This design comes from an exercise in tuning for small area and a short achievable clock period on the open sky130 flow, not from production work.
At most, simulation tests tie the RTL to the original design; equivalence was not proved.
No activity file was given, so power comes from the tool's default toggle rates.

## cpu_alu
module cpu_alu #(
    parameter int WIDTH = pkg_cpu_alu::ALU_WIDTH
) (
    input  logic             clk,
    input  logic             rst,
    input  logic             in_valid,
    input  logic [WIDTH-1:0] a,
    input  logic [WIDTH-1:0] b,
    input  logic [3:0]       oper,
    input  logic [3:0]       flags_in,
    output logic             out_valid,
    output logic [WIDTH-1:0] result,
    output logic [3:0]       flags_out
);
clock: 11.0 ns
lec_check: 0
cap_margin: 20
core_margin: 2
core_utilization: 60
setup_slack_margin: 3.2
slew_margin: 20
synth_hierarchical: 1
standard.sh (not shown) runs the stock make flow with config.mk's settings and CLKGATE_MAP_FILE= SYNTH_SCRIPT=/design/flow/synth_recipe.tcl, a recipe that flattens the netlist after the stock synthesis.
==> flow/flow/run.sh <==
#!/bin/bash
# Standard layout, except that the port buffers are plain buf_2 cells instead of the
# resizer's default choice.
set -e
export BUFFER_PORTS_ARGS="-buffer_cell sky130_fd_sc_hd__buf_2"
bash standard.sh > standard.log 2>&1
Next try:
- CORE_UTILIZATION: 60 -> 55
- SETUP_SLACK_MARGIN: 3.2 -> 3.3
Core utilization falls by 4.9 points.
Non-clock buffer count goes up by 3.
Die area came out higher by 8.9%.
Routed wire length climbs by 3.9%.
Total power increases by 2.3%.
Worst hold slack loses 0.0046 ns.
Next try:
- CORE_UTILIZATION: 55 -> 60
- SETUP_SLACK_MARGIN: 3.3 -> 3.4
What happened: Total power rises by a few percent. Routed wire length shrinks by a few percent. Cell area rose slightly. Hold slack gains 0.0088 ns. Sequential power rose by a few percent. Non-clock buffer count came out higher by 9. First-iteration DRC count came out higher by about a fifth.
Next try:
==> flow/flow/run.sh (replaced) <==
#!/bin/bash
# Standard layout, except that the port buffers are plain buf_2 cells instead of the
# resizer's default choice, and synthesis maps each module for a light output load, so that
# the one-gate modules get minimum-size cells (the resizer upsizes what timing needs).
set -e
export BUFFER_PORTS_ARGS="-buffer_cell sky130_fd_sc_hd__buf_2"
bash standard.sh finish ABC_LOAD_IN_FF=1 > standard.log 2>&1
- SETUP_SLACK_MARGIN: 3.4 -> 3.3
Effect: Clock-buffer cell count stays the same; flip-flop and latch count stays the same; global-route usage fell by 0.60 points; routed wire length went down by about 3.6%; final cell count fell by 0.56%; fmax drops by about 1%; via count came out lower by about 1.5%.
Function was not checked in any run of this note: the RTL went through the layout flow alone.


## P
Another version of the RTL of cpu_alu (not shown whole).
Size: roughly 2,100 cells after synthesis, roughly 36 flip-flops, roughly 110 I/O pins, ~18,000 um2 of cells after synthesis.
Settings: LEC_CHECK=0, CAP_MARGIN=20, CORE_MARGIN=2, CORE_UTILIZATION=60, SETUP_SLACK_MARGIN=3.0, SLEW_MARGIN=20, SYNTH_HIERARCHICAL=1; clock period 11.0 ns.
==> flow/flow/run.sh <==
#!/bin/bash
# Standard layout, except that the port buffers are plain buf_2 cells instead of the
# resizer's default choice.
set -e
export BUFFER_PORTS_ARGS="-buffer_cell sky130_fd_sc_hd__buf_2"
bash standard.sh > standard.log 2>&1
[inputs] Q vs P
- changing CORE_UTILIZATION from 60 to 65
- changing SETUP_SLACK_MARGIN from 3.0 to 3.1
==> run notes <==
[compare] base=P new=Q: post-detailed-placement half-perimeter wirelength lower; leakage component of the power higher; starting utilization of the core area increased by 5.6 points relative to the old numbers; met3 wire length grew by about 30%.
Input changes introduced in R (baseline for comparison: Q):
- SETUP_SLACK_MARGIN now 3.4, was 3.1
Results
- Summary of R over Q: final worst-path cycle share shows a reduction of 2.2 points, fmax shows an increase of 4.1 MHz.
- Cmp R vs Q: delay of the slowest cell on the worst path lower in R
- Measured against Q, the clock-net power of R comes out at 0.830 times the reference value.


cpu_alu, a different RTL version from the one above (not shown whole).
For scale: roughly 36 flip-flops, roughly 20000 um^2 of cells after synthesis.
clock: 11.0 ns
lec_check: 0
cap_margin: 20
core_margin: 2
core_utilization: 60
setup_slack_margin: 3
slew_margin: 20
synth_hierarchical: 1
Scripts as last shown in full above: flow/flow/run.sh
The baseline completed with no timing, DRC or antenna violations.
==> next run, changes <==
Settings changed: SETUP_SLACK_MARGIN 3 to 4.
What happened:
- The new run produced a clean layout
- maximum frequency goes up by a few percent
- die area does not change
- count of clock-buffer cells in the layout goes down by 1
- combinational power goes up by about a fifth
- wire length goes up by about a fifth
==> next run, changes <==
Settings changed: SETUP_SLACK_MARGIN 4 to 3.5, TNS_END_PERCENT from default to 0.
The new run finished clean.
Design area falls by 9.3%.
Sequential cell count stays the same.
First-iteration DRC count falls by 34%.
Worst setup slack got worse by 0.071 ns.
Worst hold slack got worse by 0.010 ns.
==> next run, changes <==
Settings changed: SETUP_SLACK_MARGIN 3.5 to 5, TNS_END_PERCENT 0 to default.
Design area climbs by 14%.
Maximum frequency barely changes.
Core utilization climbs by 9.7 points.
Clock power climbs by about 4%.

what the ideal ports hide:
No port has a modelled driver above. Below, the same layouts with a new extraction and two added sets of constraints.
Step 1 sets driving cells, clkbuf_16 on the clock port and buf_2 on the other inputs (assumed; they add their load-dependent delay and slew).
Step 2 adds t to the input delays and takes it off the output delays; t is the mean of the earliest and latest rising clock arrival at the registers after step 1. Input paths then give back, and output paths get back, about the clock's delay inside the block.
Three values: ideal ports, drivers, drivers and shift; two values: the first two.
run | t, ns | setup WS [ns] | worst hold slack (ns) | latest minus earliest clock arrival (ns) | worst slew at a driven data input, ns
the first run of note 1 | 0.324 | 3.347 / 3.357 / 3.033 | 2.065 / 2.054 / 2.378 | 0.010 / 0.009 | 0.06
the second run of note 1 | 0.323 | 3.378 / 3.384 / 3.061 | 2.060 / 2.050 / 2.373 | 0.006 / 0.006 | 0.07
the third run of note 1 | 0.320 | 3.508 / 3.497 / 3.178 | 2.069 / 2.058 / 2.378 | 0.008 / 0.009 | 0.06
the fourth run of note 1 | 0.319 | 3.434 / 3.444 / 3.126 | 2.064 / 2.054 / 2.372 | 0.007 / 0.007 | 0.06
P | 0.334 | 3.129 / 3.144 / 2.810 | 2.048 / 2.028 / 2.362 | 0.011 / 0.012 | 0.05
Q | 0.322 | 3.178 / 3.180 / 2.859 | 2.061 / 2.046 / 2.367 | 0.015 / 0.015 | 0.05
R | 0.348 | 3.419 / 3.289 / 2.941 | 2.042 / 2.014 / 2.362 | 0.019 / 0.019 | 0.26
the first run of note 3 | 0.333 | 3.117 / 3.137 / 2.805 | 2.053 / 2.039 / 2.371 | 0.007 / 0.007 | 0.04
the second run of note 3 | 0.328 | 3.552 / 3.492 / 3.165 | 2.064 / 2.051 / 2.379 | 0.010 / 0.009 | 0.19
the third run of note 3 | 0.333 | 3.481 / 3.480 / 3.147 | 2.053 / 2.040 / 2.373 | 0.006 / 0.006 | 0.07
the fourth run of note 3 | 0.336 | 3.490 / 3.445 / 3.110 | 2.067 / 2.045 / 2.381 | 0.012 / 0.011 | 0.15
After both steps setup and hold are still met in every run listed. The setup slack of R, which loses most, moves by -0.130 ns with the drivers and by -0.478 ns with both steps.
